This design comes from an exercise in tuning for small area on the open sky130 flow, not from production work.
Function was checked by simulation only, so behaviour that the tests miss may differ from the original.
Power and IR drop assume default switching activity.

==> flow/design.v <==
`timescale 1ns/1ps
module rv_core #(
  parameter logic [31:0] reset_pc = '0
) (
  input  logic        clk,
  input  logic        rst,
  input  logic        halt,
  output logic        mem_req,
  output logic [31:0] mem_addr,
  output logic        mem_we,
  output logic [31:0] mem_wdata,
  input  logic        mem_ack,
  input  logic [31:0] mem_rdata
);
  localparam logic [6:0] OP_LOAD   = 7'b0000011;
  localparam logic [6:0] OP_ALUI   = 7'b0010011;
  localparam logic [6:0] OP_AUIPC  = 7'b0010111;
  localparam logic [6:0] OP_STORE  = 7'b0100011;
  localparam logic [6:0] OP_ALU    = 7'b0110011;
  localparam logic [6:0] OP_LUI    = 7'b0110111;
  localparam logic [6:0] OP_BRANCH = 7'b1100011;
  localparam logic [6:0] OP_JALR   = 7'b1100111;
  localparam logic [6:0] OP_JAL    = 7'b1101111;
  localparam logic [3:0] S_CLR   = 4'd0;    
  localparam logic [3:0] S_FETCH = 4'd1;
  localparam logic [3:0] S_DEC   = 4'd2;
  localparam logic [3:0] S_R1    = 4'd3;    
  localparam logic [3:0] S_R2    = 4'd4;    
  localparam logic [3:0] S_PSH   = 4'd5;    
  localparam logic [3:0] S_WR    = 4'd6;    
  localparam logic [3:0] S_WRL   = 4'd7;    
  localparam logic [3:0] S_MEMR  = 4'd8;
  localparam logic [3:0] S_MEMW  = 4'd9;
  localparam logic [3:0] S_PC4   = 4'd10;   
  localparam logic [3:0] S_PCI   = 4'd11;   
  localparam logic [3:0] S_PCJ   = 4'd12;   
  localparam logic [3:0] S_R2S   = 4'd13;   
  logic [4:0]  t;
  logic        hb;
  logic [3:0]  state;
  logic        w;        
  logic [31:0] pc;
  logic [31:0] p;
  logic [31:0] q;
  logic [4:0]  ri;       
  logic        c;        
  logic        eqf;      
  logic        tk;       
  logic [6:0] opc;
  logic [2:0] f3;
  logic is_alu, is_alui, is_load, is_store, is_br, is_jal, is_jalr, is_lui, is_auipc;
  assign opc      = q[6:0];
  assign f3       = q[14:12];
  assign is_alu   = opc == OP_ALU;
  assign is_alui  = opc == OP_ALUI;
  assign is_load  = opc == OP_LOAD;
  assign is_store = opc == OP_STORE;
  assign is_br    = opc == OP_BRANCH;
  assign is_jal   = opc == OP_JAL;
  assign is_jalr  = opc == OP_JALR;
  assign is_lui   = opc == OP_LUI;
  assign is_auipc = opc == OP_AUIPC;
  logic is_shift, is_slt, is_sub;
  assign is_shift = f3[1:0] == 2'b01;
  assign is_slt   = f3[2:1] == 2'b01;
  assign is_sub   = is_alu && f3 == 3'd0 && q[31:25] == 7'b0100000;
  logic [31:0] imm;
  always_comb begin
    if (is_store)                 imm = {{20{q[31]}}, q[31:25], q[11:7]};
    else if (is_br)               imm = {{20{q[31]}}, q[7], q[30:25], q[11:8], 1'b0};
    else if (is_jal)              imm = {{12{q[31]}}, q[19:12], q[20], q[30:21], 1'b0};
    else if (is_lui || is_auipc)  imm = {q[31:12], 12'b0};
    else                          imm = {{20{q[31]}}, q[31:20]};
  end
  logic [31:0] rf_out;    
  logic        rv;        
  logic        rf_we;
  logic        clr;
  logic        r;         
  logic        d_rf;
  assign rf_out[0] = 1'b0;
  assign d_rf = r & !clr;
  logic [15:0] lp_out;
  logic [31:0] x16;
  always_ff @(posedge clk) begin
    x16 <= {(clr || (rf_we && ri == 5'd16)) ? d_rf : x16[0], x16[31:1]};
  end
  assign lp_out[0] = x16[0];
  for (genvar j = 1; j < 16; j++) begin : g_x
    logic [63:0] x;
    always_ff @(posedge clk) begin
      x <= {(clr || (rf_we && ri[3:0] == 4'(j) && ri[4] == hb)) ? d_rf : x[0], x[63:1]};
    end
    assign lp_out[j] = x[0];
  end
  assign rv = lp_out[ri[3:0]] & (ri != 5'd0);
  localparam logic [2:0] X_0 = 3'd0, X_RV = 3'd1, X_P = 3'd2, X_PC = 3'd3, X_Q = 3'd4,
                         X_FILL = 3'd5, X_TK = 3'd6;
  localparam logic [2:0] Y_0 = 3'd0, Y_RV = 3'd1, Y_IMM = 3'd2, Y_4 = 3'd3, Y_RPC = 3'd4;
  localparam logic [1:0] O_ADD = 2'd0, O_XOR = 2'd1, O_OR = 2'd2, O_AND = 2'd3;
  logic [2:0] xs, ys;
  logic [1:0] aop;
  logic       sub, clr0, uns, cmp_ld, br_ld;
  logic       pc_we, p_sh, q_sh, q_ld, sh_in;
  logic       req_set, req_clr, tk_set;
  logic [3:0] ns;
  logic       nw, ri_ld;
  logic       last;
  logic       run;
  assign last = t == 5'd31;
  logic t_lt_sh;
  assign t_lt_sh = t < q[24:20];
  assign run  = !w;
  logic [1:0] f3aop;
  always_comb begin
    case (f3)
      3'd4: f3aop = O_XOR;
      3'd6: f3aop = O_OR;
      3'd7: f3aop = O_AND;
      default: f3aop = O_ADD;
    endcase
  end
  always_comb begin
    xs = X_0; ys = Y_0; aop = O_ADD; sub = 1'b0; clr0 = 1'b0; uns = f3[0];
    cmp_ld = 1'b0; br_ld = 1'b0;
    pc_we = 1'b0; p_sh = 1'b0; q_sh = 1'b0; q_ld = 1'b0;
    sh_in = 1'b0;
    rf_we = 1'b0; clr = 1'b0;
    req_set = 1'b0; req_clr = 1'b0; tk_set = 1'b0;
    ns = state; nw = w; ri_ld = 1'b0;
    if (w) begin
    end else begin
      case (state)
        S_CLR: begin
          clr = 1'b1;
          ys = Y_RPC;
          pc_we = 1'b1;
          p_sh = 1'b1;
          if (last && hb) ns = S_FETCH;
        end
        S_FETCH: begin
          if (!mem_req) begin
            if (!halt && !mem_ack) req_set = 1'b1;
          end else if (mem_ack) begin
            req_clr = 1'b1;
            q_ld = 1'b1;
            ns = S_DEC;
          end
        end
        S_DEC: begin
          tk_set = 1'b1;
          nw = 1'b1;
          ri_ld = 1'b1;
          if (is_alu || is_alui || is_br || is_load || is_store || is_jalr) ns = S_R1;
          else if (is_jal || is_lui || is_auipc) ns = S_WR;
          else ns = S_PC4;
        end
        S_R1: begin
          xs = X_RV;
          p_sh = 1'b1;
          if (is_alui) begin
            if (!is_shift) begin
              ys = Y_IMM;
              aop = f3aop;
              sub = is_slt;
              cmp_ld = is_slt;
            end
          end else if (is_load || is_store || is_jalr) begin
            ys = Y_IMM;
            clr0 = is_jalr;
          end
          if (last) begin
            ri_ld = 1'b1;
            if (is_alu || is_br) ns = S_R2;
            else if (is_store) ns = S_R2S;
            else if (is_load) ns = S_MEMR;
            else if (is_alui && is_shift && f3[2]) ns = S_PSH;
            else ns = S_WR;
          end
        end
        S_R2: begin
          ys = Y_RV;
          if (is_alu && is_shift) begin
            sh_in = t < 5'd5;
          end else begin
            xs = X_P;
            p_sh = 1'b1;
            if (is_br) begin
              sub = 1'b1;
              uns = f3[1];
              br_ld = 1'b1;
            end else begin
              aop = f3aop;
              sub = is_sub || is_slt;
              cmp_ld = is_slt;
            end
          end
          if (last) begin
            ri_ld = 1'b1;
            if (is_br) ns = S_PCI;
            else if (is_shift && f3[2]) ns = S_PSH;
            else ns = S_WR;
          end
        end
        S_R2S: begin
          ys = Y_RV;
          q_sh = 1'b1;
          aop = O_OR;
          if (last) ns = S_MEMW;
        end
        S_PSH: begin
          xs = X_FILL;
          aop = O_OR;
          p_sh = t_lt_sh;
          if (last) ns = S_WR;
        end
        S_WR: begin
          rf_we = 1'b1;
          if (is_alu || is_alui) begin
            aop = O_OR;
            if (is_shift && !f3[2] && t_lt_sh) begin
            end else if (is_slt) begin
              xs = X_TK;
            end else begin
              xs = X_P;
              p_sh = 1'b1;
            end
          end else if (is_lui) begin
            ys = Y_IMM;
          end else if (is_auipc) begin
            xs = X_PC;
            ys = Y_IMM;
          end else begin
            xs = X_PC;
            ys = Y_4;
          end
          if (last) ns = is_jal ? S_PCI : is_jalr ? S_PCJ : S_PC4;
        end
        S_WRL: begin
          rf_we = 1'b1;
          xs = X_Q;
          aop = O_OR;
          q_sh = 1'b1;
          if (last) ns = S_PC4;
        end
        S_MEMR, S_MEMW: begin
          if (!mem_req) begin
            if (!mem_ack) req_set = 1'b1;
          end else if (mem_ack) begin
            req_clr = 1'b1;
            nw = 1'b1;
            if (state == S_MEMR) begin
              q_ld = 1'b1;
              ns = S_WRL;
            end else begin
              ns = S_PC4;
            end
          end
        end
        S_PC4, S_PCI: begin
          xs = X_PC;
          ys = (state == S_PCI && tk) ? Y_IMM : Y_4;
          clr0 = state == S_PCI && tk;
          pc_we = 1'b1;
          p_sh = 1'b1;
          if (last) ns = S_FETCH;
        end
        S_PCJ: begin
          xs = X_P;
          pc_we = 1'b1;
          p_sh = 1'b1;
          if (last) ns = S_FETCH;
        end
        default: ns = S_FETCH;
      endcase
    end
  end
  logic [4:0] ri_n;
  logic       go, hold;
  assign ri_n = !ri_ld ? ri : (ns == S_R1) ? q[19:15] : (ns == S_R2 || ns == S_R2S) ? q[24:20] : q[11:7];
  logic rf_st, rf_ns;
  assign rf_st = state == S_R1 || state == S_R2 || state == S_R2S || state == S_WR || state == S_WRL;
  assign rf_ns = ns == S_R1 || ns == S_R2 || ns == S_R2S || ns == S_WR || ns == S_WRL;
  assign go   = w && last && (!rf_st || hb != ri[4]);
  assign hold = !w && last && rf_ns && ns != state && hb == ri_n[4];
  logic xb, yb, yb2, cin, cout, s, eqn, lt, t0;
  assign t0 = t == 5'd0;
  always_comb begin
    case (xs)
      X_RV:   xb = rv;
      X_P:    xb = p[0];
      X_PC:   xb = pc[0];
      X_Q:    xb = q[0];
      X_FILL: xb = p[31] & q[30];
      X_TK:   xb = tk & t0;
      default: xb = 1'b0;
    endcase
    case (ys)
      Y_RV:   yb = rv;
      Y_IMM:  yb = imm[t];
      Y_4:    yb = t == 5'd2;
      Y_RPC:  yb = reset_pc[t];
      default: yb = 1'b0;
    endcase
  end
  assign yb2  = yb ^ sub;
  assign cin  = t0 ? sub : c;
  assign s    = xb ^ yb2 ^ cin;
  assign cout = (xb & yb2) | (xb & cin) | (yb2 & cin);
  assign eqn  = (t0 | eqf) & !(xb ^ yb);
  assign lt   = uns ? !cout : ((xb ^ yb) ? xb : s);
  always_comb begin
    case (aop)
      O_XOR: r = xb ^ yb;
      O_OR:  r = xb | yb;
      O_AND: r = xb & yb;
      default: r = s & !(clr0 & t0);
    endcase
  end
  always_ff @(posedge clk) begin
    c   <= cout;
    eqf <= eqn;
    pc  <= {pc_we ? r : pc[0], pc[31:1]};
    if (p_sh) p <= {r, p[31:1]};
    if (q_ld) q <= mem_rdata;
    else if (q_sh) q <= {r, q[31:1]};
    else if (sh_in) q[24:20] <= {rv, q[24:21]};
    ri <= ri_n;
    if (tk_set) tk <= is_jal;
    else if (last && cmp_ld) tk <= lt;
    else if (last && br_ld) tk <= (f3[2] ? lt : eqn) ^ f3[0];
  end
  always_ff @(posedge clk or negedge rst) begin
    if (!rst) begin
      t       <= 5'd0;
      hb      <= 1'b0;
      state   <= S_CLR;
      w       <= 1'b0;
      mem_req <= 1'b0;
    end else begin
      {hb, t} <= {hb, t} + 6'd1;
      state <= ns;
      w     <= go ? 1'b0 : (nw || hold);
      if (req_set) mem_req <= 1'b1;
      else if (req_clr) mem_req <= 1'b0;
    end
  end
  assign mem_addr  = p;
  assign mem_we    = state == S_MEMW;
  assign mem_wdata = q;
endmodule
==> flow/flow/run.sh <==
#!/bin/bash
# standard layout with a leaner clock tree and minimum-size port buffers
export CTS_ARGS="-sink_clustering_enable -repair_clock_nets -dont_use_dummy_load -buf_list {sky130_fd_sc_hd__clkbuf_8} -sink_clustering_size 21 -sink_clustering_max_diameter 60"
export BUFFER_PORTS_ARGS="-buffer_cell sky130_fd_sc_hd__buf_1"
bash standard.sh > standard.log 2>&1
==> flow/standard.sh <==
#!/bin/bash
# synth_recipe.tcl (not shown) runs the flow's synth.tcl, then flattens the netlist and writes it again
# the make line also repeats each setting of config.mk as NAME=value (left out here)
make -C /OpenROAD-flow-scripts/flow DESIGN_CONFIG=/design/flow/config.mk WORK_HOME=/design/flow/orfs CLKGATE_MAP_FILE= SYNTH_SCRIPT=/design/flow/synth_recipe.tcl "${@:-finish}"
==> flow/config.mk <==
export PLATFORM = sky130hd
export DESIGN_NAME = rv_core
export DESIGN_NICKNAME = rv_core
export VERILOG_FILES = /design/flow/design.v
export SDC_FILE = /design/flow/constraint.sdc
export NUM_CORES = 8
export LEC_CHECK = 0
export CAP_MARGIN = 20
export CORE_MARGIN = 2
export CORE_UTILIZATION = 40
export SLEW_MARGIN = 20
==> flow/constraint.sdc <==
create_clock -name core_clock -period 10.0 [get_ports {clk}]
set_input_delay 2.0000 -clock core_clock [delete_from_list [all_inputs] [get_ports {clk}]]
set_output_delay 2.0000 -clock core_clock [all_outputs]
set_load 0.01 [all_outputs]
==> results.txt <==
==> power breakdown <==
group | switching (uW) | internal [uW]
registers | 63.6 | 4560
clock network | 1160 | 608
logic | 408 | 197
==> stage by stage <==
step	util (%)	setup WS [ps]	power [uW]	instance area, um2	hold slack [ps]
2_1_floorplan	-	5240	5120	26500	310
3_3_place_gp	42.4	5290	5340	27900	310
3_5_place_dp	42.4	5230	5330	27900	312
4_1_cts	43.8	5280	7110	28800	262
5_1_grt	43.8	4940	7330	28800	261
6_report	43.8	5240	7000	28800	259
==> worst min path at each step <==
| stage | start | end | slack (ps) | cells past startpoint |
|---|---|---|---|---|
| final | g_x[15].x[29]$_DFF_P_ | g_x[15].x[28]$_DFF_P_ | 260 | 0 |
| after global routing | g_x[15].x[29]$_DFF_P_ | g_x[15].x[28]$_DFF_P_ | 260 | 0 |
| after CTS | g_x[15].x[29]$_DFF_P_ | g_x[15].x[28]$_DFF_P_ | 260 | 0 |
| after detailed placement | g_x[12].x[53]$_DFF_P_ | g_x[12].x[52]$_DFF_P_ | 310 | 0 |
| after global placement | g_x[12].x[13]$_DFF_P_ | g_x[12].x[12]$_DFF_P_ | 310 | 0 |
| after floorplan | g_x[10].x[1]$_DFF_P_ | g_x[10].x[0]$_DFF_P_ | 310 | 0 |
==> area by class of cell <==
cell class / instances / area, um2
tap: 864 / 1080
timing repair buffer: 109 / 439
multi-input combinational: 472 / 3310
sequential: 1108 / 22900
antenna: 3 / 7.51
clock buffer: 67 / 922
inverter: 21 / 83.8
fill: 5889 / 37000
==> routing by layer <==
layer  GRT usage, %  vias up  wire [um]
li1               -     5678          -
met1           17.7     5594      20900
met2           17.1      216      16700
met3           2.66       89       1670
met4           6.22        0       1660
met5              0        -          0
==> placed cells by master, fill, tap and decap left out, types with 5 or more instances in the layout <==
cell      Yosys  routed
dfxtp_1    1027    1027
buf_1         5     101
nand2_1      70      70
edfxtp_1     69      69
clkbuf_8      0      67
a21oi_1      43      42
nor2_1       37      36
o21ai_0      36      35
mux2_2       31      31
nand3_1      20      20
inv_1        18      18
nor2b_1      18      18
nand2b_1     16      16
mux2i_1      14      14
nor3_1       13      13
dfrtp_1      12      12
a31oi_1      11      11
ha_1         10      10
nand4_1       9       9
mux4_2        9       9
buf_4         1       8
nand3b_1      7       7
xnor2_1       6       6
and3_1        5       5
o22ai_1       5       5
nor4_1        5       5
==> cell families (layout without fill, tap and decap cells) <==
family / after synthesis / in the layout / synth area share (%)
compound gates: 157 / 157 / 3.96
xor+xnor: 10 / 10 / 0.330
fa+ha+maj: 11 / 11 / 0.547
buf+inv: 63 / 197 / 1.10
flops: 1108 / 1108 / 86.5
mux: 54 / 54 / 2.61
other cells: 0 / 3 / 0
simple gates: 240 / 240 / 4.96
==> worst register-to-register path: cells and delay by family (launching register included) <==
kind | cells | cell delay (ps)
adder cells (fa/ha/maj) | 1 | 460
multiplexers | 2 | 1090
buffers and inverters | 1 | 80
flip-flops | 1 | 490
AO/OA/AOI/OAI | 4 | 800
AND/OR/NAND/NOR | 5 | 1450
XOR/XNOR | 1 | 200
==> flip-flops by register name, summed over array words and instances (netlist names) <==
| register | count |
|---|---|
| q | 32 |
| mem_req | 1 |
| tk | 1 |
| eqf | 1 |
| w | 1 |
| x16 | 32 |
| g_x.x | 960 |
| p | 32 |
| t | 5 |
| pc | 32 |
| ri | 5 |
| state | 4 |
| hb | 1 |
| c | 1 |
==> results.txt <==
H-tree depth: 3
Setup crit start: q[2]$_DFFE_PP_
syn_area_per_cell: 16.1 um2
PortBufs: 101
Critical Path End Type: flop
Rows: 94
DRT antenna net count: 0
CTS Buf Count: 67
register area share after synthesis: 86.5%
die footprint: 0.0684 mm2
reg2reg end: q[31]$_DFFE_PP_
worst min path class: reg2reg
Leakage: 0.0108 uW
DP Cell Count: 2574
I/O Pins: 102
DR iter-0 viols: 745
synth top area cells: dfxtp_1 78%, edfxtp_1 7.8%, mux2_2 1.3%, dfrtp_1 1.1%, nand2_1 0.99%
Max Slew Vio Count: 0
Pre-antenna DRT Iters: 5
critical path startpoint category: flop
vias per cell: 4.38
critical-path cell list: nand4bb_1 > nor3_1 > o21ai_0 > a32o_1 > o211ai_1 > nand3b_1 > and4b_1 > o21a_1 > xnor2_1 > fa_1 > inv_1 > nor2_1 > mux4_2 > mux2_2
die width: 261 um
setup bufs post-CTS: 0
CTS Sinks: 1108
dominant cell type by area after synthesis: dfxtp_1
CTS tree: done
status: complete, no violations
HPWL reported at the end of detailed placement: 25400 um
share of post-route cells with drive strength above 1: 7.71%
R2R setup slack: 5240 ps
critical path endpoint: q[31]$_DFFE_PP_
Crit Reg-Reg Startpoint: q[2]$_DFFE_PP_
fin crit period: 4760 ps
RSZ-0062 raised after global routing: false
Worst Path Max Fanout: 19
area of the mapped netlist: 0.0265 mm2
Initial Util: 40.3%
register bit count reported by yosys: 1108
CP required: 10410 ps
Synth Net Count: 1690
die height: 261 um
Synth Flop Type: dfxtp_1
setup TNS: 0 ps
nets@finish: 1826
Total GRT Usage: 12.2%
CTS Buffer Depth: 3
WP buf/inv: 1
CP top delay family: simple AND/OR/NAND/NOR gates
first-pass GRT wire length: 64900 um
Synth top cells by count: 1027 x dfxtp_1, 70 x nand2_1, 69 x edfxtp_1
gpl congestion: 0.838
setup violators final: 0
number of max-cap violations: 0
Finished Layout Cells: 2644
WL/cell: 15.5 um
Clock Latency Late Sink: 660 ps
root buf cell: clkbuf_8
Worst Tran Pin Value: 1020 ps
area delta synth->final: 8.54%
synthesized instance count: 1643
CP Class: reg2reg
total grt overflow: 0
via count: 11.6k
Synth top area share: 77.5%
highest cell delay on the worst timing path: 730 ps
Clock transition at path regs: 110 ps
DRC violation count after routing: 0
crit path DAT: 5170 ps
cts repair resizes: 0
initial antenna violation count: 3
overall routed net length: 40900 um
Hold-fix buffers, CTS: 0
Tcrit/Tclk final: 47.6%
Max-slew headroom: 31.6%
Critical-path top delay cell: mux4_2
Fin. Hold Viols: 0
Post-synth EDFFs: 69
Max Fclk: 0.210 GHz
top-count cell post-synth: dfxtp_1
pin count of the biggest net entering global routing: 46
PwrDens: 243 mW/mm2
number of synthesis warnings: 1
VDD IR-drop max: 0.132 mV
cell depth of the worst setup path: 14
asr flop ratio synth: 1.08%
Max Clock Skew: 75.4 ps
core area: 0.0657 mm2
post-synth cell types: 88
vias in the first global route: 11.6k
R2R cell count: 14

[static timing again, ports no longer ideal]
No port has a modelled driver above. Below, the same layout with a new extraction and two added sets of constraints.
Step 1, drivers: a clkbuf_16 drives clk and a buf_2 each remaining input, both assumed.
Step 2 moves the port delays by t, midway between the first and last clock arrival at a register: inputs arrive t later, outputs are due t later. That takes back most of the time a late clock gives input paths.
Three values: ideal ports, drivers, drivers and shift; two values: the first two.
shift t [ns]: 0.672
slack for setup (ns): 5.243 / 5.243 / 5.243
hold slack, ns: 0.259 / 0.259 / 0.259
worst setup path after step 2: register to register
After both steps setup and hold are still met in this run. The setup slack of this run moves by 0.000 ns with the drivers and by 0.000 ns with both steps.
